This design comes from an exercise in tuning for small area, a short achievable clock period and few clock cycles per item on the open sky130 flow, not from production work.
Only simulation tests tie the RTL to the original design; equivalence was not proved.
Power figures rest on the tool's default switching activity, not on a simulated workload.

<file path="design.v">
`default_nettype none
package qpc_pkg;
   localparam int COUNT_W    = 32;              
   localparam int DET_W      = 21;              
   localparam int STEP_W     = 7;               
   localparam int OFS_W      = 8;               
   localparam int REQ_TYPE_W = 2;
   localparam int MUL_W      = DET_W + STEP_W + 1;
   localparam int QUO_W      = COUNT_W + 1;     
   localparam int CSR_AW     = 5;
   localparam int CSR_DW     = 32;
   localparam int REG_IDX_W  = CSR_AW - 2;
   localparam logic [REQ_TYPE_W-1:0] REQ_PIN = 2'd0;
   localparam logic [REQ_TYPE_W-1:0] REQ_SET = 2'd1;
   localparam logic [REQ_TYPE_W-1:0] REQ_CLR = 2'd2;
   localparam logic [REG_IDX_W-1:0] REG_MIN_DET  = 3'd0;
   localparam logic [REG_IDX_W-1:0] REG_MAX_DET  = 3'd1;
   localparam logic [REG_IDX_W-1:0] REG_WRAP_EN  = 3'd2;
   localparam logic [REG_IDX_W-1:0] REG_STEPS    = 3'd3;
   localparam logic [REG_IDX_W-1:0] REG_OFFSET   = 3'd4;
   localparam logic [REG_IDX_W-1:0] REG_COUNT_EN = 3'd5;
   typedef struct packed {
      logic                       start;
      logic signed [COUNT_W-1:0]  dividend;
      logic [STEP_W-1:0]          divisor;
   } div_cmd_type;
   typedef struct packed {
      logic                       busy;
      logic                       done;
      logic signed [QUO_W-1:0]    quotient;
   } div_res_type;
endpackage
`default_nettype wire
`default_nettype none
module quadrature_position_counter_unit (
   input  wire logic        clock,
   input  wire logic        reset,
   input  wire logic        req_valid,
   output logic             req_ready,
   input  wire logic [1:0]  req_type,
   input  wire logic        req_pin_a,
   input  wire logic        req_pin_b,
   input  wire logic [20:0] req_new_value,
   output logic             rsp_valid,
   input  wire logic        rsp_ready,
   output logic [20:0]      rsp_position,
   output logic [31:0]      rsp_raw_count,
   input  wire logic        csr_psel,
   input  wire logic        csr_penable,
   input  wire logic        csr_pwrite,
   input  wire logic [4:0]  csr_paddr,
   input  wire logic [31:0] csr_pwdata,
   output logic [31:0]      csr_prdata,
   output logic             csr_pready
);
   logic signed [20:0] min_ff, max_ff;
   logic               wrap_ff;
   logic [6:0]         s_ff;         
   logic               sz_ff;        
   logic [6:0]         sm1_ff;       
   logic signed [7:0]  ofs_ff;
   logic               en_ff;
   logic [21:0]        prdata_ff;    
   logic [2:0] csr_idx;
   logic       csr_wr;
   assign csr_idx    = csr_paddr[4:2];
   assign csr_wr     = csr_psel & csr_penable & csr_pwrite;
   assign csr_pready = 1'b1;
   always_ff @(posedge clock) begin
      if (reset) begin
         min_ff   <= 21'h100000;
         max_ff   <= 21'h0FFFFF;
         wrap_ff  <= 1'b0;
         s_ff     <= 7'd1;
         sz_ff    <= 1'b0;
         sm1_ff   <= 7'd0;
         ofs_ff   <= 8'd0;
         en_ff    <= 1'b1;
      end else if (csr_wr) begin
         case (csr_idx)
            3'd0: min_ff   <= csr_pwdata[20:0];
            3'd1: max_ff   <= csr_pwdata[20:0];
            3'd2: wrap_ff  <= csr_pwdata[0];
            3'd3: begin
               s_ff  <= (csr_pwdata[6:0] == 7'd0) ? 7'd1 : csr_pwdata[6:0];
               sz_ff <= (csr_pwdata[6:0] == 7'd0);
               sm1_ff <= (csr_pwdata[6:0] == 7'd0) ? 7'd0 : csr_pwdata[6:0] - 7'd1;
            end
            3'd4: ofs_ff   <= csr_pwdata[7:0];
            3'd5: en_ff    <= csr_pwdata[0];
            default: ;
         endcase
      end
   end
   always_ff @(posedge clock) begin
      case (csr_idx)
         3'd0:    prdata_ff <= {min_ff[20], min_ff};
         3'd1:    prdata_ff <= {max_ff[20], max_ff};
         3'd2:    prdata_ff <= {21'd0, wrap_ff};
         3'd3:    prdata_ff <= {15'd0, s_ff & {7{~sz_ff}}};
         3'd4:    prdata_ff <= {{14{ofs_ff[7]}}, ofs_ff};
         3'd5:    prdata_ff <= {21'd0, en_ff};
         default: prdata_ff <= 22'd0;
      endcase
   end
   assign csr_prdata = {{10{prdata_ff[21]}}, prdata_ff};
   logic       wr_min, wr_max, wr_steps, wr_ofs;
   assign wr_min   = csr_wr && (csr_idx == 3'd0);
   assign wr_max   = csr_wr && (csr_idx == 3'd1);
   assign wr_steps = csr_wr && (csr_idx == 3'd3);
   assign wr_ofs   = csr_wr && (csr_idx == 3'd4);
   logic [6:0] s, sm1;
   logic       s_is1;
   assign s     = s_ff;
   assign sm1   = sm1_ff;
   assign s_is1 = (sm1_ff == 7'd0);
   logic signed [21:0] min_x, max_x;
   logic signed [22:0] wdist;        
   logic signed [22:0] w_ff;
   logic               mgt;          
   assign min_x = {min_ff[20], min_ff};
   assign max_x = {max_ff[20], max_ff};
   assign wdist = {max_x[21], max_x} - {min_x[21], min_x} + 23'sd1;
   assign mgt   = w_ff[22] | (w_ff == 23'd0);
   logic signed [31:0] minr_ff, maxr_ff, dr_ff;
   logic [2:0]         mstep_ff;
   logic               mbusy;
   logic               mbusy_ff;
   assign mbusy = mbusy_ff;
   logic [6:0] oq_ff;         
   logic       osg_ff;        
   logic [6:0] or_ff;         
   logic [2:0] ocnt_ff;
   logic       obusy_ff;
   logic [7:0] osrc;
   assign osrc = wr_ofs ? csr_pwdata[7:0] : ofs_ff;
   logic [7:0] otrial, odiff;
   logic       oge;
   logic [6:0] orem;
   assign otrial = {or_ff, oq_ff[6]};
   assign odiff  = otrial - {1'b0, s};
   assign oge    = ~odiff[7];
   assign orem   = oge ? odiff[6:0] : otrial[6:0];
   always_ff @(posedge clock) begin
      if (reset || wr_ofs || wr_steps) begin
         oq_ff    <= reset ? 7'd0 : (osrc[6:0] ^ {7{osrc[7]}});
         osg_ff   <= reset ? 1'b0 : osrc[7];
         or_ff    <= 7'd0;
         ocnt_ff  <= 3'd0;
         obusy_ff <= 1'b1;
      end else if (obusy_ff) begin
         ocnt_ff <= ocnt_ff + 3'd1;
         if (ocnt_ff == 3'd6) begin
            obusy_ff <= 1'b0;
            oq_ff    <= {oq_ff[5:0], oge} ^ {7{osg_ff}};
            or_ff    <= osg_ff ? (sm1 - orem) : orem;
         end else begin
            oq_ff <= {oq_ff[5:0], oge};
            or_ff <= orem;
         end
      end
   end
   logic signed [7:0] qo;
   logic [6:0]        ro;
   assign qo = {osg_ff, oq_ff};
   assign ro = or_ff;
   logic        h_v, k_v, h_redo;
   logic [1:0]  h_kind, k_kind, in_kind;
   logic        h_du, h_dd, k_du, k_dd, in_du, in_dd;
   logic [22:0] h_nv;
   logic [20:0] k_nv;
   logic        rdy_ff;
   logic        pop, push;
   logic [3:0]  hist_ff, hist_n;
   assign req_ready = rdy_ff;
   assign push      = req_valid & rdy_ff;
   assign hist_n    = {hist_ff[1:0], req_pin_b, req_pin_a};
   always_comb begin
      in_kind = req_type;
      if (req_type == 2'd0 && !en_ff) in_kind = 2'd3;
      in_du = 1'b0;
      in_dd = 1'b0;
      if (req_type == 2'd0 && en_ff) begin
         case (hist_n)
            4'd1, 4'd7, 4'd8, 4'd14:  in_dd = 1'b1;
            4'd2, 4'd4, 4'd11, 4'd13: in_du = 1'b1;
            default: ;
         endcase
      end
   end
   logic [31:0] t_ff;           
   logic [31:0] qf_ff;          
   logic [6:0]  rf_ff;          
   logic        qvalid_ff;      
   logic        pclr_ff;        
   logic [1:0]  csel_ff;        
   logic        wpend_ff;       
   logic        wsub_ff;        
   logic        b_v;            
   logic        rsp_v_ff;
   logic [31:0] rsp_raw_ff;
   logic [20:0] rsp_pos_ff;
   logic [31:0] clrv, bt;
   always_comb begin
      case (csel_ff)
         2'd1:    clrv = minr_ff;
         2'd2:    clrv = maxr_ff;
         default: clrv = {{24{ofs_ff[7]}}, ofs_ff};
      endcase
   end
   assign bt = pclr_ff ? clrv : t_ff;
   logic signed [21:0] q22, maxp1, minm1;
   logic        qfit, dmax_neg, dmax_z, dmax_1, dmin_neg, dmin_z, dmin_m1;
   logic        qneg, qzero;
   assign qneg     = qf_ff[31];
   assign qfit     = (qf_ff[31:21] == {11{qneg}});
   assign qzero    = (qf_ff == 32'd0);
   assign q22      = qf_ff[21:0];
   assign maxp1    = max_x + 22'sd1;
   assign minm1    = min_x - 22'sd1;
   assign dmax_neg = qfit ? (q22 < max_x) : qneg;
   assign dmax_z   = qfit & (q22 == max_x);
   assign dmax_1   = qfit & (q22 == maxp1);
   assign dmin_neg = qfit ? (q22 < min_x) : qneg;
   assign dmin_z   = qfit & (q22 == min_x);
   assign dmin_m1  = qfit & (q22 == minm1);
   logic rz, r1, cu;
   assign rz = (rf_ff == 7'd0);
   assign r1 = (rf_ff == 7'd1);
   assign cu = (rf_ff == sm1);
   logic        pc, p_over, p_under;
   logic [20:0] p_pos;
   assign pc      = qneg & ~rz;
   assign p_over  = ~dmax_neg & (pc | ~dmax_z);
   assign p_under = dmin_neg & ~(pc & dmin_m1);
   always_comb begin
      if (p_over)       p_pos = max_ff;
      else if (p_under) p_pos = min_ff;
      else              p_pos = qf_ff[20:0] + {20'd0, pc};
   end
   logic is_chk, is_set, is_load, du, dd;
   assign is_chk  = (h_kind == 2'd0);
   assign is_set  = (h_kind == 2'd1);
   assign is_load = (h_kind == 2'd1) | (h_kind == 2'd2);
   assign du      = h_du & h_v & ~h_redo;
   assign dd      = h_dd & h_v & ~h_redo;
   logic [31:0] xadd, yadd, xt, yq;
   logic [32:0] xsum;
   logic        xovf, wovf;
   logic [6:0]  rfn;
   logic        fu, fd;        
   assign fu   = du & cu;
   assign fd   = dd & rz;
   assign xadd = wpend_ff ? (dr_ff ^ {32{wsub_ff}}) : {{31{dd}}, du | dd};
   assign yadd = wpend_ff ? ({{9{w_ff[22]}}, w_ff} ^ {32{wsub_ff}}) : {{31{fd}}, fu | fd};
   assign xsum = {bt[31], bt} + {xadd[31], xadd} + {32'd0, wpend_ff & wsub_ff};
   assign xt   = xsum[31:0];
   assign wovf = xsum[32] ^ xsum[31];
   assign yq   = qf_ff + yadd + {31'd0, wpend_ff & wsub_ff};
   assign xovf = (du & (bt == 32'h7FFFFFFF)) | (dd & (bt == 32'h80000000));
   always_comb begin
      rfn = rf_ff;
      if (du)      rfn = cu ? 7'd0 : rf_ff + 7'd1;
      else if (dd) rfn = rz ? sm1 : rf_ff - 7'd1;
   end
   logic kp, km;
   always_comb begin
      kp = 1'b0;
      km = 1'b0;
      if (du) begin
         kp = cu | qneg;
      end else if (dd) begin
         if (rz) km = ~((qneg | qzero) & ~s_is1);
         else    kp = qneg & ~r1;
      end else begin
         kp = qneg & ~rz;
      end
   end
   logic over, under;
   assign over  = ~dmax_neg & (kp | (~dmax_z & (~km | ~dmax_1)));
   assign under = km ? (dmin_neg | dmin_z) : (dmin_neg & ~(kp & dmin_m1));
   logic [8:0]  bsx;
   logic [29:0] bpp [0:3];
   logic [3:0]  bneg;
   logic [29:0] bofs, bcor, prod;
   logic signed [31:0] mul_p;
   assign bsx = {2'b00, s, 1'b0};
   always_comb begin
      for (int i = 0; i < 4; i++) begin
         case (bsx[2*i +: 3])
            3'b001, 3'b010: begin bpp[i] = {{7{h_nv[22]}}, h_nv};        bneg[i] = 1'b0; end
            3'b011:         begin bpp[i] = {{6{h_nv[22]}}, h_nv, 1'b0};  bneg[i] = 1'b0; end
            3'b100:         begin bpp[i] = ~{{6{h_nv[22]}}, h_nv, 1'b0}; bneg[i] = 1'b1; end
            3'b101, 3'b110: begin bpp[i] = ~{{7{h_nv[22]}}, h_nv};       bneg[i] = 1'b1; end
            default:        begin bpp[i] = 30'd0;                        bneg[i] = 1'b0; end
         endcase
      end
   end
   assign bofs  = mbusy ? 30'd0 : {{22{ofs_ff[7]}}, ofs_ff};
   assign bcor  = {23'd0, bneg[3], 1'b0, bneg[2], 1'b0, bneg[1], 1'b0, bneg[0]};
   assign prod  = bpp[0] + {bpp[1][27:0], 2'b0} + {bpp[2][25:0], 4'b0} + {bpp[3][23:0], 6'b0}
                + bofs + bcor;
   assign mul_p = {{2{prod[29]}}, prod};
   logic [20:0] nvx;
   logic [21:0] qv;
   logic [22:0] lovs, luns;
   logic        rnz;
   logic        l_over, l_under;
   logic [1:0]  lsel;      
   assign nvx     = h_nv[20:0];
   assign qv      = {nvx[20], nvx} + {{14{qo[7]}}, qo};
   assign rnz     = (ro != 7'd0);
   assign lovs    = ~{max_x[21], max_x} + {{2{nvx[20]}}, nvx} + {{15{qo[7]}}, qo} + {22'd0, rnz};
   assign luns    = ~{min_x[21], min_x} + {{2{nvx[20]}}, nvx} + {{15{qo[7]}}, qo} + 23'd1;
   assign l_over  = ~lovs[22];
   assign l_under = luns[22];
   always_comb begin
      if (l_over)       lsel = (wrap_ff | mgt) ? 2'd1 : 2'd2;
      else if (l_under) lsel = wrap_ff ? 2'd2 : 2'd1;
      else              lsel = 2'd0;
   end
   logic        rbusy_ff, rsg_ff, rlast;
   logic [4:0]  rcnt_ff;
   logic [7:0]  rtrial, rdiff;
   logic        rge;
   logic [6:0]  rrem;
   logic [31:0] rs_q;
   logic [6:0]  rs_r;
   assign rtrial = {rf_ff, qf_ff[31]};
   assign rdiff  = rtrial - {1'b0, s};
   assign rge    = ~rdiff[7];
   assign rrem   = rge ? rdiff[6:0] : rtrial[6:0];
   assign rlast  = (rcnt_ff == 5'd31);
   assign rs_q   = rbusy_ff ? ({qf_ff[30:0], rge} ^ {32{rlast & rsg_ff}})
                            : (t_ff ^ {32{t_ff[31]}});
   assign rs_r   = ~rbusy_ff ? 7'd0 : (rlast & rsg_ff) ? (sm1 - rrem) : rrem;
   logic b_load, a_ok, go, redo, wgo, mstart;
   assign b_load = b_v & qvalid_ff & (~rsp_v_ff | rsp_ready);
   assign a_ok   = ~b_v | b_load;
   assign wgo    = wpend_ff & a_ok;
   assign go     = h_v & ~wpend_ff & ~mbusy & ~obusy_ff & a_ok & (qvalid_ff | is_load);
   assign redo   = go & xovf;
   assign pop    = go & ~xovf;
   assign mstart = reset | wr_min | wr_max | wr_steps;
   localparam logic [1:0] T_HOLD = 2'd0, T_X = 2'd1, T_CL = 2'd2, T_MUL = 2'd3;
   localparam logic [2:0] Q_HOLD = 3'd0, Q_Y = 3'd1, Q_CL = 3'd2, Q_LD = 3'd3, Q_RS = 3'd4;
   logic [1:0]  tsel;
   logic [2:0]  qsel;
   logic        cmax;         
   logic        clamp_pin, wrap_pin;
   logic [31:0] t_cl;
   logic [21:0] q_cl;
   assign clamp_pin = is_chk & (over | under) & ~wrap_ff;
   assign wrap_pin  = is_chk & (over | under) & wrap_ff;
   assign cmax      = is_load ? (lsel == 2'd2) : over;
   assign t_cl      = cmax ? maxr_ff : minr_ff;
   assign q_cl      = cmax ? max_x : min_x;
   always_comb begin
      tsel = T_HOLD;
      qsel = Q_HOLD;
      if (csr_wr) begin
         if (pclr_ff) tsel = T_X;
      end else if (wgo) begin
         tsel = T_X;
         qsel = Q_Y;
      end else if (go) begin
         if (is_load) begin
            qsel = (lsel == 2'd0) ? Q_LD : Q_CL;
            if (is_set) tsel = (lsel == 2'd0) ? T_MUL : T_CL;
            else        tsel = T_X;
         end else if (xovf) begin
            tsel = T_X;
         end else if (clamp_pin) begin
            tsel = T_CL;
            qsel = Q_CL;
         end else begin
            tsel = T_X;
            qsel = Q_Y;
         end
      end else if (!qvalid_ff) begin
         qsel = Q_RS;
      end
   end
   always_ff @(posedge clock) begin
      if (mstart) begin
         mstep_ff <= 3'd1;
         mbusy_ff <= 1'b1;
      end else if (mstep_ff == 3'd4) begin
         mstep_ff <= 3'd0;
         mbusy_ff <= 1'b0;
      end else if (mbusy) begin
         mstep_ff <= mstep_ff + 3'd1;
      end
      if (mstep_ff == 3'd1) w_ff <= wdist;
      case (mstep_ff)
         3'd2: minr_ff <= mul_p;
         3'd3: maxr_ff <= mul_p;
         3'd4: dr_ff   <= mul_p;
         default: ;
      endcase
   end
   always_ff @(posedge clock) begin
      if (reset) begin
         h_v     <= 1'b0;
         k_v     <= 1'b0;
         h_redo  <= 1'b0;
         rdy_ff  <= 1'b0;
         hist_ff <= 4'd0;
      end else begin
         if (push && req_type == 2'd0 && en_ff) hist_ff <= hist_n;
         if (pop) begin
            h_redo <= 1'b0;
            if (k_v) begin
               h_v <= 1'b1;
               k_v <= push;
            end else begin
               h_v <= push;
               k_v <= 1'b0;
            end
         end else begin
            if (redo) h_redo <= 1'b1;
            if (!h_v) begin
               h_v <= push;
            end else if (push) begin
               k_v <= 1'b1;
            end
         end
         rdy_ff <= ~((h_v & ~pop & (k_v | push)) | (pop & k_v & push)) &
                   ~mstart & ~(mbusy & (mstep_ff != 3'd4));
      end
      if (pop && k_v) begin
         h_kind <= k_kind;
         h_du   <= k_du;
         h_dd   <= k_dd;
         h_nv   <= {{2{k_nv[20]}}, k_nv};
      end else if ((pop || !h_v) && push) begin
         h_kind <= in_kind;
         h_du   <= in_du;
         h_dd   <= in_dd;
         h_nv   <= (req_type == 2'd1) ? {{2{req_new_value[20]}}, req_new_value} : 23'd0;
      end else begin
         case (mstep_ff)
            3'd1: h_nv <= {min_x[21], min_x};
            3'd2: h_nv <= {max_x[21], max_x};
            3'd3: h_nv <= w_ff;
            default: ;
         endcase
      end
      if (push && h_v && !(pop && !k_v)) begin
         k_kind <= in_kind;
         k_du   <= in_du;
         k_dd   <= in_dd;
         k_nv   <= (req_type == 2'd1) ? req_new_value : 21'd0;
      end
   end
   always_ff @(posedge clock) begin
      if (reset) begin
         t_ff  <= 32'd0;
         qf_ff <= 32'd0;
         rf_ff <= 7'd0;
      end else begin
         case (tsel)
            T_X:     t_ff <= xt;
            T_CL:    t_ff <= t_cl;
            T_MUL:   t_ff <= mul_p;
            default: ;
         endcase
         case (qsel)
            Q_Y:     begin qf_ff <= yq; if (!wgo) rf_ff <= rfn; end
            Q_CL:    begin qf_ff <= {{10{q_cl[21]}}, q_cl}; rf_ff <= 7'd0; end
            Q_LD:    begin qf_ff <= {{10{qv[21]}}, qv}; rf_ff <= ro; end
            Q_RS:    begin qf_ff <= rs_q; rf_ff <= rs_r; end
            default: ;
         endcase
      end
   end
   always_ff @(posedge clock) begin
      if (reset) begin
         qvalid_ff <= 1'b1;
         pclr_ff   <= 1'b0;
         wpend_ff  <= 1'b0;
         rbusy_ff  <= 1'b0;
         b_v       <= 1'b0;
      end else begin
         if (b_load) b_v <= 1'b0;
         if (csr_wr) begin
            pclr_ff <= 1'b0;
            if (wr_steps) begin
               qvalid_ff <= 1'b0;
               rbusy_ff  <= 1'b0;
            end
         end else if (wgo) begin
            qvalid_ff <= ~wovf;
            wpend_ff  <= 1'b0;
            b_v       <= 1'b1;
         end else if (go) begin
            rbusy_ff <= 1'b0;
            if (is_load) begin
               qvalid_ff <= 1'b1;
               pclr_ff   <= ~is_set;
               b_v       <= 1'b1;
            end else begin
               pclr_ff <= 1'b0;
               if (xovf) begin
                  qvalid_ff <= 1'b0;
               end else if (wrap_pin) begin
                  wpend_ff <= 1'b1;
               end else begin
                  b_v <= 1'b1;
               end
            end
         end else if (!qvalid_ff) begin
            rbusy_ff <= ~rlast | ~rbusy_ff;
            if (rbusy_ff && rlast) qvalid_ff <= 1'b1;
         end
      end
      if (go && !is_load) wsub_ff <= over;
      if (go && is_load && !is_set) csel_ff <= lsel;
      if (!rbusy_ff) begin
         rsg_ff  <= t_ff[31];
         rcnt_ff <= 5'd0;
      end else if (qsel == Q_RS) begin
         rcnt_ff <= rcnt_ff + 5'd1;
      end
   end
   always_ff @(posedge clock) begin
      if (reset) begin
         rsp_v_ff <= 1'b0;
      end else begin
         if (b_load)         rsp_v_ff <= 1'b1;
         else if (rsp_ready) rsp_v_ff <= 1'b0;
      end
      if (b_load) begin
         rsp_raw_ff <= t_ff;
         rsp_pos_ff <= p_pos;
      end
   end
   assign rsp_valid     = rsp_v_ff;
   assign rsp_position  = rsp_pos_ff;
   assign rsp_raw_count = rsp_raw_ff;
endmodule
`default_nettype wire
</file>
<file path="run.sh">
#!/bin/bash
# synth_recipe.tcl (not shown) runs the flow's synth.tcl, then flattens the netlist and writes it again
# the make line also repeats each setting of config.mk as NAME=value (left out here)
make -C /OpenROAD-flow-scripts/flow DESIGN_CONFIG=/design/flow/config.mk WORK_HOME=/design/flow/orfs CLKGATE_MAP_FILE= SYNTH_SCRIPT=/design/flow/synth_recipe.tcl finish
</file>
<file path="config.mk">
export PLATFORM = sky130hd
export DESIGN_NAME = quadrature_position_counter_unit
export DESIGN_NICKNAME = quadrature_position_counter_unit
export VERILOG_FILES = /design/flow/design.v
export SDC_FILE = /design/flow/constraint.sdc
export NUM_CORES = 4
export LEC_CHECK = 0
export CAP_MARGIN = 20
export CORE_MARGIN = 2
export CORE_UTILIZATION = 40
export SETUP_SLACK_MARGIN = 5
export SLEW_MARGIN = 20
</file>
<file path="constraint.sdc">
create_clock -name core_clock -period 9.0 [get_ports {clock}]
set_input_delay 1.8000 -clock core_clock [delete_from_list [all_inputs] [get_ports {clock}]]
set_output_delay 1.8000 -clock core_clock [all_outputs]
set_load 0.01 [all_outputs]
</file>
==> impl_results.md, run 1 <==
* Antenna Violating Nets Remaining at 0
* IO Pins at 157
* Number of enable-type register cells in the synthesized netlist at 230
* Final number of max-transition violations at 0
* Die Wd at ~310 um
* Power per standard cell area at approximately 200 nW/um^2
* Sequential fraction of the synthesis area at 0.281
* Remaining routing DRC violations at 0
* First-pass GRT wire length at 233000 um
* Vias in the first global route at 35600
* Aggregate global routing overflow at 0
* Arrival time of the worst setup path at between 5000 and 6000 ps
* Worst-skew pair later-pin latency at 660 ps
* Number of CTS-inserted buffers at 52
* Cells taking the most area after synthesis: sky130_fd_sc_hd__edfxtp_1 (18%), sky130_fd_sc_hd__dfxtp_1 (10%), sky130_fd_sc_hd__ha_1 (9.7%), sky130_fd_sc_hd__fa_1 (6.6%), sky130_fd_sc_hd__xnor2_1 (5.3%)
* Wirelength, routed at 162000 um
* Setup TNS Final at 0 ps
* Number of input and output port buffers inserted at 142
* Combined area of all synthesized cells at 38200 um^2
* Share of Yosys cell area claimed by the top area cell type at 0.181
* Commonest register cell after synthesis: sky130_fd_sc_hd__edfxtp_1
* DR WL/cell at 26.5 um
* Initial core utilization at 0.403
* Peak Freq at 0.185 GHz
* Sinks on Clock Net at around 420
* Number of different library cells in the post-synthesis netlist at about 100
* Total vias in the final route at 37900
* Count of synthesis-stage warnings from yosys at 2
* Most Frequent Cell on Critical Path: sky130_fd_sc_hd__inv_2
* Largest buffer count on any clock path at 3
* Maximum VDD drop at 0.164 mV
* Cell taking the most area after synthesis: sky130_fd_sc_hd__edfxtp_1
* H-tree lvl count at 2
* Per-instance average area after synthesis at 8.48 um^2
* Setup clock skew after layout at around 34 ps
* Die outline area at about 98000 um^2
* Unrepaired setup endpoints after global routing: true
* Reported max-cap violation count at 0
* Synthesized instance count at 4501
* Leakage power at 0.0204 uW
* Post-route design area at 49000 um^2
* Slowest stage delay, CP at 590 ps
* Clock Tree Root: sky130_fd_sc_hd__clkbuf_16
* Data required time at the worst endpoint at 9570 ps
* Time the final worst path needs with I/O delays and setup at between 5000 and 6000 ps
* Share of layout cells above drive strength 1 at 0.216
* Fillcell total at between 8000 and 9000
* Clock-pin slew on the worst setup and hold paths at 60 ps
* Startpoint kind of the worst setup timing path: register
* Height of the die at 313 um
* Drt via density at 6.18
* CTS tree: yes
* Slowest CP cell: sky130_fd_sc_hd__fa_2
* Kind of capture point of the worst setup path: register
* Final number of setup-violating endpoints at 0
* Post-Synthesis Net Count at around 5000
* Final GP Congestion at 0.969
* Placed Instance Area at between 40000 and 50000 um^2
* Hold Violations, Final at 0
* Signed area change from the synthesized netlist to the final layout at 28.4%
* Number of detailed-routing iterations run before antenna repair at 6
* Type of the setup path with the least slack: register to register
* Tightest slew margin relative to the limit at 0.246
* Outcome: complete, no violations
* Least-Margin Pin Slew at 1120 ps
* Core Box Area at 94900 um^2
* Synthesis-stage register bit count at 421
* Hold crit path type: register to register
* Number of antenna violations at the first check in global routing at 6
* Final #Nets at 5308
* Overall fraction of global-route tracks in use at 0.317
* HPWL after DPL at 108000 um
* DRC violation total after the first TritonRoute iteration at between 4000 and 5000
* Pin count of the biggest net entering global routing at 67
* Share of the cycle needed by the critical path after routing at 0.600
* Maximum fanout along the worst path at 5
* Share of async-settable or async-resettable flops after synthesis at 0
* Site Rows at 113
worst paths after layout:
| check | from | to | slack [ps] | cells past startpoint |
|---|---|---|---|---|
| hold reg to reg | rcnt_ff[4]$_SDFFE_PN0P_ | rcnt_ff[4]$_SDFFE_PN0P_ | 460 | 2 |
| setup / recovery | s_ff[1]$_SDFFE_PP0P_ | t_ff[28]$_SDFFE_PP0P_ | 3600 | 26 |
| hold / removal | rcnt_ff[4]$_SDFFE_PN0P_ | rcnt_ff[4]$_SDFFE_PN0P_ | 460 | 2 |
| setup reg to reg | s_ff[1]$_SDFFE_PP0P_ | t_ff[28]$_SDFFE_PP0P_ | 3600 | 26 |
layout make-up:
cell class                      instances  area, um^2  area share
Inverter                              356        1390      0.0284
Sequential cell                       421       10900       0.221
Multi-Input combinational cell       3421       27700       0.565
Clock inverter                         34         379     0.00773
Clock buffer                           63        1420      0.0289
Antenna cell                            3        7.51    0.000153
Tap cell                             1265        1580      0.0323
Timing Repair inverter                  2        16.3    0.000332
Timing Repair Buffer                  564        5700       0.116
stage by stage:
stage | util | instances | power (uW) | hold WS (ps) | setup slack, ps
finish | 0.517 | 6129 | 9970 | 464 | 3600
global route | 0.517 | 6126 | 10400 | 472 | 3410
CTS | 0.502 | 6059 | 9460 | 457 | 3740
detailed placement | 0.433 | 5670 | 6180 | 448 | 1950
global placement | 0.433 | 5670 | 6130 | 443 | 2070
floorplan | - | 4501 | 5040 | 424 | 4200
worst max-delay path: cells and delay by family, from the launching register on:
| family | cells | cell delay (ps) |
|---|---|---|
| compound gates | 8 | 1710 |
| fa+ha+maj | 4 | 1590 |
| buf+inv | 8 | 850 |
| flops | 1 | 380 |
| simple gates | 6 | 800 |
layout by cell type (no fill, tap or decap), drive strengths merged, types with 23 or more instances in the layout:
cell type,count
nor3,91
nor4,46
o211ai,65
nand2,352
a21oi,372
buf,418
inv,351
xnor2,231
nand3,146
clkinv,24
or2,31
a311oi,41
and3,26
mux2i,61
edfxtp,230
a22oi,67
nor2b,49
o21ai,238
o22ai,30
clkdlybuf4s50,141
ha,295
nand2b,23
clkbuf,64
xor2,185
dfxtp,191
a31oi,43
nand4,44
a21o,79
and2,46
a22o,23
fa,126
a221oi,43
nor2,314
a211oi,67
cells by family after synthesis:
family                   synth area share
adder cells (fa/ha/maj)             0.163
buffers and inverters              0.0693
flip-flops                          0.281
multiplexers                       0.0189
other                           0.0000982
AND/OR/NAND/NOR                     0.157
AO/OA/AOI/OAI                       0.216
XOR/XNOR                           0.0952
layer usage:
layer,track usage,wire [um],up-vias,part of all wire
met5,0,20,-,0.00012
met4,0.149,9760,4,0.060
met3,0.0805,19900,537,0.12
met2,0.470,67600,2301,0.42
met1,0.431,65000,18200,0.40
li1,-,-,16800,-
sequential cells by signal, summed over array words and instances (netlist names), 23 cells and up:
register	flops
dr_ff	30
h_nv	23
maxr_ff	30
minr_ff	30
qf_ff	32
rsp_raw_ff	32
t_ff	32
w_ff	23
synthesized netlist by cell type (29+ instances only):
master	number
sky130_fd_sc_hd__a211oi_1	66
sky130_fd_sc_hd__a21o_1	79
sky130_fd_sc_hd__a21oi_1	372
sky130_fd_sc_hd__a221oi_1	42
sky130_fd_sc_hd__a22oi_1	67
sky130_fd_sc_hd__a311oi_1	41
sky130_fd_sc_hd__a31oi_1	43
sky130_fd_sc_hd__and2_1	38
sky130_fd_sc_hd__clkbuf_1	251
sky130_fd_sc_hd__dfxtp_1	191
sky130_fd_sc_hd__edfxtp_1	230
sky130_fd_sc_hd__fa_1	126
sky130_fd_sc_hd__ha_1	295
sky130_fd_sc_hd__inv_1	352
sky130_fd_sc_hd__mux2i_1	61
sky130_fd_sc_hd__nand2_1	351
sky130_fd_sc_hd__nand3_1	142
sky130_fd_sc_hd__nand4_1	43
sky130_fd_sc_hd__nor2_1	308
sky130_fd_sc_hd__nor2b_1	49
sky130_fd_sc_hd__nor3_1	91
sky130_fd_sc_hd__nor4_1	40
sky130_fd_sc_hd__o211ai_1	65
sky130_fd_sc_hd__o21ai_0	233
sky130_fd_sc_hd__o22ai_1	29
sky130_fd_sc_hd__or2_2	29
sky130_fd_sc_hd__xnor2_1	231
sky130_fd_sc_hd__xor2_1	184
power breakdown:
group | switching [uW] | total, uW | internal (uW)
Combinational | 2890 | 5030 | 2140
Sequential | 306 | 2670 | 2370
Clock | 963 | 2260 | 1300
what timing repair did:
| action | 4_1_cts | 5_1_grt |
|---|---|---|
| setup buffers | 265 | 64 |
| cloned | 27 | 3 |
| endpoints found under the setup margin | 294 | 233 |
| pin swaps | 178 | 133 |
| hold buffers | 0 | 0 |
| resized for setup | 464 | 198 |
Testbench counts, summed over its fixed seeds: cycles 9,878, items 9,600.
==> run 2, diff against run 1 <==
--- a/design.v
+++ b/design.v
@@ -58,6 +58,17 @@
    logic [6:0]         s_ff;         
    logic               sz_ff;        
    logic [6:0]         sm1_ff;       
+   logic [3:0]         bone_ff, btwo_ff, bneg_ff;    
+   logic [8:0]         bw;
+   logic [3:0]         bw_one, bw_two, bw_neg;
+   assign bw = {2'b00, ((csr_pwdata[6:0] == 7'd0) ? 7'd1 : csr_pwdata[6:0]), 1'b0};
+   always_comb begin
+      for (int i = 0; i < 4; i++) begin
+         bw_one[i] = bw[2*i] ^ bw[2*i+1];
+         bw_two[i] = (bw[2*i +: 3] == 3'b011) | (bw[2*i +: 3] == 3'b100);
+         bw_neg[i] = bw[2*i+2] & ~(bw[2*i+1] & bw[2*i]);
+      end
+   end
    logic signed [7:0]  ofs_ff;
    logic               en_ff;
    logic [21:0]        prdata_ff;    
@@ -74,6 +85,9 @@
          s_ff     <= 7'd1;
          sz_ff    <= 1'b0;
          sm1_ff   <= 7'd0;
+         bone_ff  <= 4'b0001;
+         btwo_ff  <= 4'b0000;
+         bneg_ff  <= 4'b0000;
          ofs_ff   <= 8'd0;
          en_ff    <= 1'b1;
       end else if (csr_wr) begin
@@ -85,6 +99,9 @@
                s_ff  <= (csr_pwdata[6:0] == 7'd0) ? 7'd1 : csr_pwdata[6:0];
                sz_ff <= (csr_pwdata[6:0] == 7'd0);
                sm1_ff <= (csr_pwdata[6:0] == 7'd0) ? 7'd0 : csr_pwdata[6:0] - 7'd1;
+               bone_ff <= bw_one;
+               btwo_ff <= bw_two;
+               bneg_ff <= bw_neg;
             end
             3'd4: ofs_ff   <= csr_pwdata[7:0];
             3'd5: en_ff    <= csr_pwdata[0];
@@ -122,7 +139,12 @@
    assign max_x = {max_ff[20], max_ff};
    assign wdist = {max_x[21], max_x} - {min_x[21], min_x} + 23'sd1;
    assign mgt   = w_ff[22] | (w_ff == 23'd0);
-   logic signed [31:0] minr_ff, maxr_ff, dr_ff;
+   logic signed [27:0] minr_ff, maxr_ff;    
+   logic signed [28:0] dr_ff;               
+   logic [31:0]        minr, maxr, dr;
+   assign minr = {{4{minr_ff[27]}}, minr_ff};
+   assign maxr = {{4{maxr_ff[27]}}, maxr_ff};
+   assign dr   = {{3{dr_ff[28]}}, dr_ff};
    logic [2:0]         mstep_ff;
    logic               mbusy;
    logic               mbusy_ff;
@@ -150,10 +172,10 @@
          obusy_ff <= 1'b1;
       end else if (obusy_ff) begin
          ocnt_ff <= ocnt_ff + 3'd1;
-         if (ocnt_ff == 3'd6) begin
+         if (ocnt_ff == 3'd7) begin
             obusy_ff <= 1'b0;
-            oq_ff    <= {oq_ff[5:0], oge} ^ {7{osg_ff}};
-            or_ff    <= osg_ff ? (sm1 - orem) : orem;
+            oq_ff    <= oq_ff ^ {7{osg_ff}};
+            or_ff    <= osg_ff ? (sm1 - or_ff) : or_ff;
          end else begin
             oq_ff <= {oq_ff[5:0], oge};
             or_ff <= orem;
@@ -168,7 +190,10 @@
    logic [1:0]  h_kind, k_kind, in_kind;
    logic        h_du, h_dd, k_du, k_dd, in_du, in_dd;
    logic [22:0] h_nv;
-   logic [20:0] k_nv;
+   logic [21:0] k_nv;
+   logic [21:0] in_qv;      
+   assign in_qv = ((req_type == 2'd1) ? {req_new_value[20], req_new_value} : 22'd0)
+                + {{14{osg_ff}}, osg_ff, oq_ff};
    logic        rdy_ff;
    logic        pop, push;
    logic [3:0]  hist_ff, hist_n;
@@ -203,27 +228,30 @@
    logic [31:0] clrv, bt;
    always_comb begin
       case (csel_ff)
-         2'd1:    clrv = minr_ff;
-         2'd2:    clrv = maxr_ff;
+         2'd1:    clrv = minr;
+         2'd2:    clrv = maxr;
          default: clrv = {{24{ofs_ff[7]}}, ofs_ff};
       endcase
    end
    assign bt = pclr_ff ? clrv : t_ff;
-   logic signed [21:0] q22, maxp1, minm1;
+   logic signed [21:0] q22;
+   logic [21:0] e1x, e1m, e2x, e2m;
    logic        qfit, dmax_neg, dmax_z, dmax_1, dmin_neg, dmin_z, dmin_m1;
    logic        qneg, qzero;
    assign qneg     = qf_ff[31];
    assign qfit     = (qf_ff[31:21] == {11{qneg}});
    assign qzero    = (qf_ff == 32'd0);
    assign q22      = qf_ff[21:0];
-   assign maxp1    = max_x + 22'sd1;
-   assign minm1    = min_x - 22'sd1;
+   assign e1x      = q22 ^ ~max_x;
+   assign e1m      = (q22 & ~max_x) | (e1x & 22'h3FFFFF);
+   assign e2x      = q22 ^ ~min_x ^ 22'h3FFFFE;
+   assign e2m      = (q22 & ~min_x) | ((q22 ^ ~min_x) & ~22'h3FFFFE);
    assign dmax_neg = qfit ? (q22 < max_x) : qneg;
    assign dmax_z   = qfit & (q22 == max_x);
-   assign dmax_1   = qfit & (q22 == maxp1);
+   assign dmax_1   = qfit & (e1x[21:1] == e1m[20:0]) & ~e1x[0];
    assign dmin_neg = qfit ? (q22 < min_x) : qneg;
    assign dmin_z   = qfit & (q22 == min_x);
-   assign dmin_m1  = qfit & (q22 == minm1);
+   assign dmin_m1  = qfit & (e2x[21:1] == e2m[20:0]) & ~e2x[0];
    logic rz, r1, cu;
    assign rz = (rf_ff == 7'd0);
    assign r1 = (rf_ff == 7'd1);
@@ -246,16 +274,16 @@
    assign dd      = h_dd & h_v & ~h_redo;
    logic [31:0] xadd, yadd, xt, yq;
    logic [32:0] xsum;
-   logic        xovf, wovf;
+   logic        xovf;
+   logic        wchk_ff, wsgt_ff, wsgx_ff;    
    logic [6:0]  rfn;
    logic        fu, fd;        
    assign fu   = du & cu;
    assign fd   = dd & rz;
-   assign xadd = wpend_ff ? (dr_ff ^ {32{wsub_ff}}) : {{31{dd}}, du | dd};
+   assign xadd = wpend_ff ? (dr ^ {32{wsub_ff}}) : {{31{dd}}, du | dd};
    assign yadd = wpend_ff ? ({{9{w_ff[22]}}, w_ff} ^ {32{wsub_ff}}) : {{31{fd}}, fu | fd};
    assign xsum = {bt[31], bt} + {xadd[31], xadd} + {32'd0, wpend_ff & wsub_ff};
    assign xt   = xsum[31:0];
-   assign wovf = xsum[32] ^ xsum[31];
    assign yq   = qf_ff + yadd + {31'd0, wpend_ff & wsub_ff};
    assign xovf = (du & (bt == 32'h7FFFFFFF)) | (dd & (bt == 32'h80000000));
    always_comb begin
@@ -279,39 +307,31 @@
    logic over, under;
    assign over  = ~dmax_neg & (kp | (~dmax_z & (~km | ~dmax_1)));
    assign under = km ? (dmin_neg | dmin_z) : (dmin_neg & ~(kp & dmin_m1));
-   logic [8:0]  bsx;
    logic [29:0] bpp [0:3];
-   logic [3:0]  bneg;
-   logic [29:0] bofs, bcor, prod;
+   logic [29:0] bro, bcor, prod;
    logic signed [31:0] mul_p;
-   assign bsx = {2'b00, s, 1'b0};
+   logic [6:0]  ro_g;        
    always_comb begin
       for (int i = 0; i < 4; i++) begin
-         case (bsx[2*i +: 3])
-            3'b001, 3'b010: begin bpp[i] = {{7{h_nv[22]}}, h_nv};        bneg[i] = 1'b0; end
-            3'b011:         begin bpp[i] = {{6{h_nv[22]}}, h_nv, 1'b0};  bneg[i] = 1'b0; end
-            3'b100:         begin bpp[i] = ~{{6{h_nv[22]}}, h_nv, 1'b0}; bneg[i] = 1'b1; end
-            3'b101, 3'b110: begin bpp[i] = ~{{7{h_nv[22]}}, h_nv};       bneg[i] = 1'b1; end
-            default:        begin bpp[i] = 30'd0;                        bneg[i] = 1'b0; end
-         endcase
+         bpp[i] = (bone_ff[i] ? {{7{h_nv[22]}}, h_nv} : 30'd0)
+                | (btwo_ff[i] ? {{6{h_nv[22]}}, h_nv, 1'b0} : 30'd0);
+         bpp[i] = bpp[i] ^ {30{bneg_ff[i]}};
       end
    end
-   assign bofs  = mbusy ? 30'd0 : {{22{ofs_ff[7]}}, ofs_ff};
-   assign bcor  = {23'd0, bneg[3], 1'b0, bneg[2], 1'b0, bneg[1], 1'b0, bneg[0]};
+   assign bro   = {23'd0, ro_g};
+   assign bcor  = {23'd0, bneg_ff[3], 1'b0, bneg_ff[2], 1'b0, bneg_ff[1], 1'b0, bneg_ff[0]};
    assign prod  = bpp[0] + {bpp[1][27:0], 2'b0} + {bpp[2][25:0], 4'b0} + {bpp[3][23:0], 6'b0}
-                + bofs + bcor;
+                + bro + bcor;
    assign mul_p = {{2{prod[29]}}, prod};
-   logic [20:0] nvx;
    logic [21:0] qv;
    logic [22:0] lovs, luns;
    logic        rnz;
    logic        l_over, l_under;
    logic [1:0]  lsel;      
-   assign nvx     = h_nv[20:0];
-   assign qv      = {nvx[20], nvx} + {{14{qo[7]}}, qo};
+   assign qv      = h_nv[21:0];
    assign rnz     = (ro != 7'd0);
-   assign lovs    = ~{max_x[21], max_x} + {{2{nvx[20]}}, nvx} + {{15{qo[7]}}, qo} + {22'd0, rnz};
-   assign luns    = ~{min_x[21], min_x} + {{2{nvx[20]}}, nvx} + {{15{qo[7]}}, qo} + 23'd1;
+   assign lovs    = ~{max_x[21], max_x} + {qv[21], qv} + {22'd0, rnz};
+   assign luns    = ~{min_x[21], min_x} + {qv[21], qv} + 23'd1;
    assign l_over  = ~lovs[22];
    assign l_under = luns[22];
    always_comb begin
@@ -320,7 +340,7 @@
       else              lsel = 2'd0;
    end
    logic        rbusy_ff, rsg_ff, rlast;
-   logic [4:0]  rcnt_ff;
+   logic [5:0]  rcnt_ff;
    logic [7:0]  rtrial, rdiff;
    logic        rge;
    logic [6:0]  rrem;
@@ -330,12 +350,12 @@
    assign rdiff  = rtrial - {1'b0, s};
    assign rge    = ~rdiff[7];
    assign rrem   = rge ? rdiff[6:0] : rtrial[6:0];
-   assign rlast  = (rcnt_ff == 5'd31);
-   assign rs_q   = rbusy_ff ? ({qf_ff[30:0], rge} ^ {32{rlast & rsg_ff}})
+   assign rlast  = rcnt_ff[5];    
+   assign rs_q   = rbusy_ff ? (rlast ? (qf_ff ^ {32{rsg_ff}}) : {qf_ff[30:0], rge})
                             : (t_ff ^ {32{t_ff[31]}});
-   assign rs_r   = ~rbusy_ff ? 7'd0 : (rlast & rsg_ff) ? (sm1 - rrem) : rrem;
+   assign rs_r   = ~rbusy_ff ? 7'd0 : ~rlast ? rrem : rsg_ff ? (sm1 - rf_ff) : rf_ff;
    logic b_load, a_ok, go, redo, wgo, mstart;
-   assign b_load = b_v & qvalid_ff & (~rsp_v_ff | rsp_ready);
+   assign b_load = b_v & qvalid_ff & ~wchk_ff & (~rsp_v_ff | rsp_ready);
    assign a_ok   = ~b_v | b_load;
    assign wgo    = wpend_ff & a_ok;
    assign go     = h_v & ~wpend_ff & ~mbusy & ~obusy_ff & a_ok & (qvalid_ff | is_load);
@@ -353,7 +373,7 @@
    assign clamp_pin = is_chk & (over | under) & ~wrap_ff;
    assign wrap_pin  = is_chk & (over | under) & wrap_ff;
    assign cmax      = is_load ? (lsel == 2'd2) : over;
-   assign t_cl      = cmax ? maxr_ff : minr_ff;
+   assign t_cl      = cmax ? maxr : minr;
    assign q_cl      = cmax ? max_x : min_x;
    always_comb begin
       tsel = T_HOLD;
@@ -392,10 +412,11 @@
          mstep_ff <= mstep_ff + 3'd1;
       end
       if (mstep_ff == 3'd1) w_ff <= wdist;
+      ro_g <= (mstart || (mbusy && mstep_ff != 3'd4) || obusy_ff) ? 7'd0 : or_ff;
       case (mstep_ff)
-         3'd2: minr_ff <= mul_p;
-         3'd3: maxr_ff <= mul_p;
-         3'd4: dr_ff   <= mul_p;
+         3'd2: minr_ff <= mul_p[27:0];
+         3'd3: maxr_ff <= mul_p[27:0];
+         3'd4: dr_ff   <= mul_p[28:0];
          default: ;
       endcase
    end
@@ -426,18 +447,19 @@
             end
          end
          rdy_ff <= ~((h_v & ~pop & (k_v | push)) | (pop & k_v & push)) &
-                   ~mstart & ~(mbusy & (mstep_ff != 3'd4));
+                   ~mstart & ~(mbusy & (mstep_ff != 3'd4)) &
+                   ~wr_ofs & ~wr_steps & ~(obusy_ff & (ocnt_ff != 3'd7));
       end
       if (pop && k_v) begin
          h_kind <= k_kind;
          h_du   <= k_du;
          h_dd   <= k_dd;
-         h_nv   <= {{2{k_nv[20]}}, k_nv};
+         h_nv   <= {k_nv[21], k_nv};
       end else if ((pop || !h_v) && push) begin
          h_kind <= in_kind;
          h_du   <= in_du;
          h_dd   <= in_dd;
-         h_nv   <= (req_type == 2'd1) ? {{2{req_new_value[20]}}, req_new_value} : 23'd0;
+         h_nv   <= {in_qv[21], in_qv};
       end else begin
          case (mstep_ff)
             3'd1: h_nv <= {min_x[21], min_x};
@@ -446,11 +468,11 @@
             default: ;
          endcase
       end
-      if (push && h_v && !(pop && !k_v)) begin
+      if (!k_v) begin
          k_kind <= in_kind;
          k_du   <= in_du;
          k_dd   <= in_dd;
-         k_nv   <= (req_type == 2'd1) ? req_new_value : 21'd0;
+         k_nv   <= in_qv;
       end
    end
    always_ff @(posedge clock) begin
@@ -489,8 +511,9 @@
                qvalid_ff <= 1'b0;
                rbusy_ff  <= 1'b0;
             end
+         end else if (wchk_ff) begin
+            qvalid_ff <= ~((wsgt_ff == wsgx_ff) && (t_ff[31] != wsgt_ff));
          end else if (wgo) begin
-            qvalid_ff <= ~wovf;
             wpend_ff  <= 1'b0;
             b_v       <= 1'b1;
          end else if (go) begin
@@ -515,12 +538,15 @@
          end
       end
       if (go && !is_load) wsub_ff <= over;
+      wchk_ff <= wgo & ~reset & (t_ff[31] != t_ff[30]);
+      wsgt_ff <= t_ff[31];
+      wsgx_ff <= xadd[31];
       if (go && is_load && !is_set) csel_ff <= lsel;
       if (!rbusy_ff) begin
          rsg_ff  <= t_ff[31];
-         rcnt_ff <= 5'd0;
+         rcnt_ff <= 6'd0;
       end else if (qsel == Q_RS) begin
-         rcnt_ff <= rcnt_ff + 5'd1;
+         rcnt_ff <= rcnt_ff + 6'd1;
       end
    end
    always_ff @(posedge clock) begin
--- a/config.mk
+++ b/config.mk
@@ -7,6 +7,7 @@
 export LEC_CHECK = 0
 export CAP_MARGIN = 20
 export CORE_MARGIN = 2
-export CORE_UTILIZATION = 40
+export CORE_UTILIZATION = 50
 export SETUP_SLACK_MARGIN = 5
 export SLEW_MARGIN = 20
+export TNS_END_PERCENT = 0
==> impl_results.md, run 2 <==
* Pin count of the biggest net entering global routing at 97
* DRC violation total after the first TritonRoute iteration at 3618
* Hold crit path type: register to register
* Highest-count cells in the layout ignoring fill and taps: sky130_fd_sc_hd__nand2_1 (363), sky130_fd_sc_hd__a21oi_1 (324), sky130_fd_sc_hd__ha_1 (322)
* Utilization of the core after routing at 0.578
* Leakage power at 0.0166 uW
* Synthesized instance count at 4174
* Setup TNS Final at 0 ps
* Total vias in the final route at ~33000
* Post-layout total power at 7990 uW
* Post-Synthesis Net Count at 4658
* Number of antenna violations at the first check in global routing at 3
* Simple-gate share of the synthesized area at 0.140
* Leading registers by flop count: qf_ff x32, rsp_raw_ff x32, t_ff x32
* Pint at 4950 uW
* Unrepaired setup endpoints after global routing: true
* CTS hold repair buffers at 0
* Multiplexer share of the synthesized area at 0.0338
* Most common cell after layout, fill and taps aside: sky130_fd_sc_hd__nand2_1
* Number of different library cells in the post-synthesis netlist at 95
* List of cells traversed by the critical path: inv_1 -> ha_1 -> fa_1 -> nor4bb_1 -> nand4_1 -> nor4_1 -> nor2b_1 -> a21oi_1 -> a21bo_1 -> a2111oi_4 -> o21ai_2 -> mux2i_1 -> o221a_2 -> nor2_1
* Antenna Violating Nets Remaining at 0
* Peak Freq at 0.190 GHz
* Wirelength, routed at ~130000 um
* Overall fraction of global-route tracks in use at 0.345
* Cells taking the most area after synthesis: sky130_fd_sc_hd__edfxtp_1 (18%), sky130_fd_sc_hd__ha_1 (12%), sky130_fd_sc_hd__dfxtp_1 (11%), sky130_fd_sc_hd__xnor2_1 (7.5%), sky130_fd_sc_hd__a21oi_1 (4.5%)
* Outcome: complete, no violations
* Largest buffer count on any clock path at 3
* Time the final worst path needs with I/O delays and setup at 5260 ps
* Aggregate global routing overflow at 0
* Share of the cycle needed by the critical path after routing at 0.584
* Count of synthesis-stage warnings from yosys at 2
* Share of layout cells above drive strength 1 at 0.0993
* Synthesized-area fraction occupied by ao, oa, aoi and oai cells at 0.218
* Final GP Congestion at 0.980
* Tightest slew margin relative to the limit at 0.222
* Placement-stage worst setup slack at between 2000 and 3000 ps
* Power per standard cell area at 190 nW/um^2
* Worst setup margin at 3740 ps
* Die outline area at 75700 um^2
* Maximum fanout along the worst path at 13
* Sinks on Clock Net at 437
* DR WL/cell at 25.3 um
* Placed Instance Area at 39000 um^2
* Drt via density at 6.31
* Most used standard cells in the synthesized netlist: sky130_fd_sc_hd__nand2_1 (365), sky130_fd_sc_hd__ha_1 (338), sky130_fd_sc_hd__a21oi_1 (329), sky130_fd_sc_hd__xnor2_1 (313), sky130_fd_sc_hd__nor2_1 (253)
* Part of the power in combinational logic at 0.389
* Signed area change from the synthesized netlist to the final layout at 14.6%
* Number of enable-type register cells in the synthesized netlist at 226
* Reported max-cap violation count at 0
* Cell taking the most area after synthesis: sky130_fd_sc_hd__edfxtp_1
* Synth Area in XOR/XNOR at 0.0962
* Startpoint kind of the worst setup timing path: register
* Type of the setup path with the least slack: register to register
* Number of detailed-routing iterations run before antenna repair at 6
* Vias in the first global route at 30500
* Worst-skew pair later-pin latency at 620 ps
* Dominant combinational cell family by area after synthesis: compound AO/OA/AOI/OAI gates
* Core Box Area at 72800 um^2
* Hold Violations, Final at 0
* Post-route design area at 42100 um^2
* Reg-to-reg setup timing slack at around 3700 ps
* Part of the power in the clock network at 0.274
* Per-instance average area after synthesis at 8.81 um^2
* Slowest stage delay, CP at ~890 ps
* Clock-pin slew on the worst setup and hold paths at 60 ps
* Maximum VDD drop at 0.234 mV
* Number of input and output port buffers inserted at around 140
* Sequential fraction of the synthesis area at 0.299
* Kind of capture point of the worst setup path: register
* Final #Nets at 4723
* Site Rows at between 90 and 100
* Initial core utilization at 0.505
* Proportion of power drawn by flip-flops and latches at 0.337
* Remaining routing DRC violations at 0
* Clock Tree Root: sky130_fd_sc_hd__clkbuf_16
* Final number of max-transition violations at 0
* HPWL after DPL at 96900 um
* H-tree lvl count at 2
* Least-Margin Pin Slew at approximately 1200 ps
* Data required time at the worst endpoint at 9490 ps
* Post-Synth Adder-Cell Area at 0.157
* Power dissipated by switching net loads at just over 3000 uW
* Net switching share of the total power at 0.381
* Slowest CP cell: sky130_fd_sc_hd__o21ai_2
* Combined area of all synthesized cells at 36800 um^2
* Die Wd at 275 um
* Number of CTS-inserted buffers at 51
* Commonest register cell after synthesis: sky130_fd_sc_hd__edfxtp_1
* CTS tree: yes
* Most repeated cell in the gate-level netlist after synthesis: sky130_fd_sc_hd__nand2_1
* First-pass GRT wire length at between 150000 and 200000 um
* Share of async-settable or async-resettable flops after synthesis at 0
* Arrival time of the worst setup path at 5750 ps
* Setup clock skew after layout at 34.1 ps
* Share of Yosys cell area claimed by the top area cell type at 0.185
* IO Pins at roughly 160
* Final number of setup-violating endpoints at 0
* Synthesis-stage register bit count at around 440
* Height of the die at 275 um
==> run 2: cell count changes after synthesis, moves of 55 or more <==
cell,previous run,this run
sky130_fd_sc_hd__nand3_1,142,70
sky130_fd_sc_hd__inv_1,352,243
sky130_fd_sc_hd__nor2_1,308,253
sky130_fd_sc_hd__xor2_1,184,91
sky130_fd_sc_hd__xnor2_1,231,313
sky130_fd_sc_hd__a22oi_1,67,124
==> run 2: cell type report <==
cell class,instances,area [um^2]
Inverter,247,932
Multi-Input combinational cell,3216,24400
Timing Repair Buffer,286,2760
Fill cell,6724,30700
Clock buffer,61,1370
Antenna cell,1,2.50
Clock inverter,35,369
Tap cell,959,1200
Sequential cell,437,11100
==> run 2: through the flow <==
stage          hold WS [ps]  std cells
2_1_floorplan           388       4174
3_3_place_gp            442       5059
3_5_place_dp            451       5059
4_1_cts                 471       5221
5_1_grt                 491       5241
6_report                473       5242
==> run 2: logic make-up (layout without fill, tap and decap cells) <==
kind of cell | after synthesis | in the layout
buf+inv | 523 | 629
flops | 437 | 437
fa+ha+maj | 415 | 415
other cells | 1 | 2
simple gates | 1080 | 1081
mux | 122 | 122
xor+xnor | 404 | 404
compound gates | 1192 | 1193
==> run 2: repair_timing <==
action,CTS,global route
gates resized for setup,95,32
setup buffers,64,19
endpoints found under the setup margin,287,294
gates cloned,2,0
pin swaps,28,28
==> run 2: power groups by stage <==
stage / clock network [uW] / logic (uW) / registers [uW]
2_1_floorplan: 0 / 1790 / 2610
3_3_place_gp: 0 / 2420 / 2940
3_5_place_dp: 0 / 2430 / 2940
4_1_cts: 2210 / 3000 / 2670
5_1_grt: 2290 / 3320 / 2700
6_report: 2190 / 3110 / 2690
==> run 2: critical path: cells and delay by family, from the launching register on <==
family / cells / cell delay [ps]
AO/OA/AOI/OAI: 5 / 1710
flip-flops: 1 / 690
buffers and inverters: 1 / 430
multiplexers: 1 / 280
adder cells (fa/ha/maj): 2 / 820
AND/OR/NAND/NOR: 5 / 1210
==> run 2: per-layer routing <==
metal  track usage  vias to the layer above  wire [um]
met5             0                        -         27
li1              -                    15400          -
met4         0.117                        4       5010
met1         0.505                    16000      59400
met2         0.509                     1491      55100
met3        0.0653                      215      13200
==> run 2: final timing paths <==
path	from	to	depth (start not counted)
setup / recovery	min_ff[20]$_SDFFE_PP1P_	qf_ff[9]$_SDFFE_PP0P_	14
hold / removal	bneg_ff[1]$_SDFFE_PP0P_	bneg_ff[1]$_SDFFE_PP0P_	2
setup reg to reg	min_ff[20]$_SDFFE_PP1P_	qf_ff[9]$_SDFFE_PP0P_	14
hold reg to reg	bneg_ff[1]$_SDFFE_PP0P_	bneg_ff[1]$_SDFFE_PP0P_	2
Testbench counts of run 2, summed over its fixed seeds: cycles 9,942, items 9,600.
==> run 3, diff against run 2 <==
--- a/design.v
+++ b/design.v
@@ -71,7 +71,6 @@
    end
    logic signed [7:0]  ofs_ff;
    logic               en_ff;
-   logic [21:0]        prdata_ff;    
    logic [2:0] csr_idx;
    logic       csr_wr;
    assign csr_idx    = csr_paddr[4:2];
@@ -109,18 +108,17 @@
          endcase
       end
    end
-   always_ff @(posedge clock) begin
+   always_comb begin
       case (csr_idx)
-         3'd0:    prdata_ff <= {min_ff[20], min_ff};
-         3'd1:    prdata_ff <= {max_ff[20], max_ff};
-         3'd2:    prdata_ff <= {21'd0, wrap_ff};
-         3'd3:    prdata_ff <= {15'd0, s_ff & {7{~sz_ff}}};
-         3'd4:    prdata_ff <= {{14{ofs_ff[7]}}, ofs_ff};
-         3'd5:    prdata_ff <= {21'd0, en_ff};
-         default: prdata_ff <= 22'd0;
+         3'd0:    csr_prdata = {{11{min_ff[20]}}, min_ff};
+         3'd1:    csr_prdata = {{11{max_ff[20]}}, max_ff};
+         3'd2:    csr_prdata = {31'd0, wrap_ff};
+         3'd3:    csr_prdata = {25'd0, s_ff & {7{~sz_ff}}};
+         3'd4:    csr_prdata = {{24{ofs_ff[7]}}, ofs_ff};
+         3'd5:    csr_prdata = {31'd0, en_ff};
+         default: csr_prdata = 32'd0;
       endcase
    end
-   assign csr_prdata = {{10{prdata_ff[21]}}, prdata_ff};
    logic       wr_min, wr_max, wr_steps, wr_ofs;
    assign wr_min   = csr_wr && (csr_idx == 3'd0);
    assign wr_max   = csr_wr && (csr_idx == 3'd1);
@@ -186,19 +184,17 @@
    logic [6:0]        ro;
    assign qo = {osg_ff, oq_ff};
    assign ro = or_ff;
-   logic        h_v, k_v, h_redo;
-   logic [1:0]  h_kind, k_kind, in_kind;
-   logic        h_du, h_dd, k_du, k_dd, in_du, in_dd;
+   logic        h_v, h_redo;
+   logic [1:0]  h_kind, in_kind;
+   logic        h_du, h_dd, in_du, in_dd;
    logic [22:0] h_nv;
-   logic [21:0] k_nv;
    logic [21:0] in_qv;      
    assign in_qv = ((req_type == 2'd1) ? {req_new_value[20], req_new_value} : 22'd0)
                 + {{14{osg_ff}}, osg_ff, oq_ff};
-   logic        rdy_ff;
    logic        pop, push;
    logic [3:0]  hist_ff, hist_n;
-   assign req_ready = rdy_ff;
-   assign push      = req_valid & rdy_ff;
+   assign req_ready = (~h_v | pop) & ~mbusy & ~obusy_ff;
+   assign push      = req_valid & req_ready;
    assign hist_n    = {hist_ff[1:0], req_pin_b, req_pin_a};
    always_comb begin
       in_kind = req_type;
@@ -423,39 +419,15 @@
    always_ff @(posedge clock) begin
       if (reset) begin
          h_v     <= 1'b0;
-         k_v     <= 1'b0;
          h_redo  <= 1'b0;
-         rdy_ff  <= 1'b0;
          hist_ff <= 4'd0;
       end else begin
          if (push && req_type == 2'd0 && en_ff) hist_ff <= hist_n;
-         if (pop) begin
-            h_redo <= 1'b0;
-            if (k_v) begin
-               h_v <= 1'b1;
-               k_v <= push;
-            end else begin
-               h_v <= push;
-               k_v <= 1'b0;
-            end
-         end else begin
-            if (redo) h_redo <= 1'b1;
-            if (!h_v) begin
-               h_v <= push;
-            end else if (push) begin
-               k_v <= 1'b1;
-            end
-         end
-         rdy_ff <= ~((h_v & ~pop & (k_v | push)) | (pop & k_v & push)) &
-                   ~mstart & ~(mbusy & (mstep_ff != 3'd4)) &
-                   ~wr_ofs & ~wr_steps & ~(obusy_ff & (ocnt_ff != 3'd7));
+         h_v <= push | (h_v & ~pop);
+         if (pop)       h_redo <= 1'b0;
+         else if (redo) h_redo <= 1'b1;
       end
-      if (pop && k_v) begin
-         h_kind <= k_kind;
-         h_du   <= k_du;
-         h_dd   <= k_dd;
-         h_nv   <= {k_nv[21], k_nv};
-      end else if ((pop || !h_v) && push) begin
+      if (push) begin
          h_kind <= in_kind;
          h_du   <= in_du;
          h_dd   <= in_dd;
@@ -468,12 +440,6 @@
             default: ;
          endcase
       end
-      if (!k_v) begin
-         k_kind <= in_kind;
-         k_du   <= in_du;
-         k_dd   <= in_dd;
-         k_nv   <= in_qv;
-      end
    end
    always_ff @(posedge clock) begin
       if (reset) begin
==> impl_results.md, run 3 <==
* Signed area change from the synthesized netlist to the final layout at 14.5%
* Synthesized instance count at about 4000
* Dominant combinational cell family by area after synthesis: compound AO/OA/AOI/OAI gates
* Site Rows at 96
* Power dissipated by switching net loads at 2970 uW
* Sinks on Clock Net at 388
* Time the final worst path needs with I/O delays and setup at around 5400 ps
* Part of the power in combinational logic at 0.396
* Sequential fraction of the synthesis area at 0.281
* Pin count of the biggest net entering global routing at 67
* Synthesis-stage register bit count at slightly below 400
* Hold crit path type: register to register
* Power per standard cell area at 187 nW/um^2
* Final #Nets at 4587
* Initial core utilization at 0.506
* Share of async-settable or async-resettable flops after synthesis at 0
* Startpoint kind of the worst setup timing path: register
* Count of cells along the worst hold path at 2
* Utilization of the core after routing at 0.579
* Post-Synth Adder-Cell Area at 0.166
* Arrival time of the worst setup path at 3610 ps
* Setup clock skew after layout at 31.1 ps
* Highest-count cells in the layout ignoring fill and taps: sky130_fd_sc_hd__nand2_1 (359), sky130_fd_sc_hd__ha_1 (333), sky130_fd_sc_hd__xnor2_1 (329)
* CTS tree: yes
* Number of different library cells in the post-synthesis netlist at between 90 and 100
* Overall fraction of global-route tracks in use at 0.366
* Non-filler cells in the finished layout at 5077
* Final GP Congestion at 1.01
* Cells taking the most area after synthesis: sky130_fd_sc_hd__edfxtp_1 (17%), sky130_fd_sc_hd__ha_1 (12%), sky130_fd_sc_hd__dfxtp_1 (11%), sky130_fd_sc_hd__xnor2_1 (8.4%), sky130_fd_sc_hd__fa_1 (4.4%)
* Placed Instance Area at 36900 um^2
* Per-instance average area after synthesis at 8.64 um^2
* Outcome: complete, no violations
* Antenna Violating Nets Remaining at 0
* Tightest slew margin relative to the limit at 0.287
* Maximum VDD drop at 0.163 mV
* Most common cell after layout, fill and taps aside: sky130_fd_sc_hd__nand2_1
* Peak Freq at between 0.15 and 0.2 GHz
* Number of enable-type register cells in the synthesized netlist at 200
* Aggregate global routing overflow at 0
* Combined area of all synthesized cells at 34800 um^2
* DR WL/cell at 26.3 um
* H-tree lvl count at 2
* Leakage power at 0.0156 uW
* IO Pins at between 150 and 200
* HPWL after DPL at 96500 um
* Endpoint of the worst hold path: s_ff[4]$_SDFFE_PP0P_
* Share of Yosys cell area claimed by the top area cell type at 0.173
* Drt via density at between 6 and 7
* Worst Min Path Start: s_ff[4]$_SDFFE_PP0P_
* Wirelength, routed at 134000 um
* Worst setup margin at between 3000 and 4000 ps
* Synth Area in XOR/XNOR at 0.104
* Die outline area at about 72000 um^2
* Core Box Area at 68700 um^2
* Cell taking the most area after synthesis: sky130_fd_sc_hd__edfxtp_1
* Number of CTS-inserted buffers at 48
* Die Wd at around 270 um
* Post-Place Cells at 4902
* End of the worst register-to-register path: t_ff[14]$_SDFFE_PP0P_
* Net switching share of the total power at 0.398
* Number of detailed-routing iterations run before antenna repair at 6
* Vias in the first global route at 29800
* Hold Violations, Final at 0
* Post-route design area at 39800 um^2
* Worst reg2reg startpoint: max_ff[19]$_SDFFE_PP1P_
* Number of antenna violations at the first check in global routing at 3
* Final number of setup-violating endpoints at 0
* Type of the setup path with the least slack: register to output port
* Commonest register cell after synthesis: sky130_fd_sc_hd__edfxtp_1
* Reported max-cap violation count at 0
* Clock-pin slew on the worst setup and hold paths at 50 ps
* Clock Tree Root: sky130_fd_sc_hd__clkbuf_16
* Share of layout cells above drive strength 1 at 0.0948
* Final number of max-transition violations at 0
* First-pass GRT wire length at 195000 um
* Most repeated cell in the gate-level netlist after synthesis: sky130_fd_sc_hd__nand2_1
* Pint at ~4500 uW
* Depth of the worst register-to-register path at 13
* Number of input and output port buffers inserted at roughly 140
* Count of synthesis-stage warnings from yosys at 2
* Setup TNS Final at 0 ps
* Total vias in the final route at about 32000
* Simple-gate share of the synthesized area at 0.139
* Least-Margin Pin Slew at between 1000 and 1500 ps
* Part of the power in the clock network at 0.268
* Leading registers by flop count: qf_ff x32, rsp_raw_ff x32, t_ff x32
* Synthesized-area fraction occupied by ao, oa, aoi and oai cells at 0.227
* Remaining routing DRC violations at 0
* Proportion of power drawn by flip-flops and latches at 0.336
* DRC violation total after the first TritonRoute iteration at 3706
* Share of the cycle needed by the critical path after routing at 0.601
* Unrepaired setup endpoints after global routing: true
* Largest buffer count on any clock path at 3
* Data required time at the worst endpoint at 7200 ps
* Maximum fanout along the worst path at 6
* Reg-to-reg setup timing slack at approximately 3700 ps
* Placement-stage worst setup slack at 2390 ps
* Multiplexer share of the synthesized area at 0.0232
* Height of the die at 268 um
* Most used standard cells in the synthesized netlist: sky130_fd_sc_hd__nand2_1 (364), sky130_fd_sc_hd__ha_1 (337), sky130_fd_sc_hd__xnor2_1 (332), sky130_fd_sc_hd__a21oi_1 (307), sky130_fd_sc_hd__inv_1 (257)
* CTS hold repair buffers at 0
* Worst-skew pair later-pin latency at about 630 ps
* Kind of capture point of the worst setup path: output port
* Post-Synthesis Net Count at around 4500
[run 3: changes by cell type after synthesis, moves of 23 or more]
| cell | previous run | this run |
|---|---|---|
| sky130_fd_sc_hd__a211oi_1 | 101 | 47 |
| sky130_fd_sc_hd__dfxtp_1 | 211 | 188 |
| sky130_fd_sc_hd__o21ai_0 | 184 | 216 |
| sky130_fd_sc_hd__mux2i_1 | 106 | 47 |
| sky130_fd_sc_hd__edfxtp_1 | 226 | 200 |
| sky130_fd_sc_hd__a221oi_1 | 27 | 58 |
| sky130_fd_sc_hd__clkbuf_1 | 209 | 181 |
[run 3: what timing repair did]
| action | 4_1_cts | 5_1_grt |
|---|---|---|
| gates cloned | 5 | 2 |
| setup endpoints to repair | 281 | 283 |
| pin swaps | 15 | 20 |
| resized for setup | 97 | 42 |
| buffers inserted | 68 | 8 |
[run 3: worst max-delay path: stages (launching register included)]
cell and delay (ps):
sky130_fd_sc_hd__edfxtp_1 440, sky130_fd_sc_hd__inv_2 100, sky130_fd_sc_hd__ha_4 190, sky130_fd_sc_hd__buf_12 150
sky130_fd_sc_hd__buf_6 130, sky130_fd_sc_hd__a221o_1 310, sky130_fd_sc_hd__buf_4 170, sky130_fd_sc_hd__nand3_1 100
sky130_fd_sc_hd__a21oi_2 240, sky130_fd_sc_hd__nand4_1 170, sky130_fd_sc_hd__o32ai_4 410, sky130_fd_sc_hd__or2_4 230
sky130_fd_sc_hd__nand2_4 70, sky130_fd_sc_hd__and2_4 170, sky130_fd_sc_hd__buf_6 110
[run 3: logic make-up after synthesis]
kind of cell,after synthesis
AO/OA/AOI/OAI,1187
XOR/XNOR,411
adder cells (fa/ha/maj),414
buffers and inverters,525
flip-flops,388
multiplexers,76
other,1
AND/OR/NAND/NOR,1023
[run 3: how the worst max path moves through the flow]
stage / slack, ps / from / to
6_report: 3590 / csel_ff[1]$_DFFE_PP_ / req_ready
5_1_grt: 3550 / csel_ff[1]$_DFFE_PP_ / req_ready
4_1_cts: 3640 / csel_ff[1]$_DFFE_PP_ / req_ready
3_5_place_dp: 2390 / csr_paddr[4] / csr_prdata[29]
3_3_place_gp: 2420 / csr_paddr[4] / csr_prdata[27]
2_1_floorplan: 4340 / rsp_ready / req_ready
[run 3: per-layer routing]
metal | track usage | wire, um | up-vias
li1 | - | - | 14800
met1 | 0.532 | 57400 | 15500
met2 | 0.528 | 55300 | 1778
met3 | 0.0748 | 15100 | 269
met4 | 0.142 | 5760 | 4
met5 | 0.00608 | 92 | -
[run 3: layout make-up]
cell class	count	area [um^2]
flip-flops and latches	388	9800
diodes	2	5.00
clock inverters	21	241
well taps	931	1160
fillers	6373	28900
multi-input cells	3115	23500
repair buffers	288	2790
inverters	263	992
clock buffers	69	1330
[run 3: power groups by stage]
stage / clock [uW] / combinational, uW / sequential, uW
floorplan: 0 / 1850 / 2370
global placement: 0 / 2500 / 2690
detailed placement: 0 / 2510 / 2690
CTS: 2000 / 2860 / 2480
global route: 2070 / 3160 / 2510
finish: 2000 / 2950 / 2500
[run 3: per-stage QoR]
step                      hold WS [ps]  total power [uW]
after detailed placement           459              5190
final                              480              7460
after floorplan                    357              4220
after global placement             451              5180
after CTS                          478              7350
after global routing               518              7730
Testbench counts of run 3, summed over its fixed seeds: cycles 9,942, items 9,600.

Re-timed with assumed drivers on the ports (clkbuf_16 on the clock, buf_2 on other inputs), run 3 has 3.522 ns of setup slack against 3.588 ns with ideal ports, and 3.403 ns once port delays also move by the mid clock arrival of 0.682 ns.
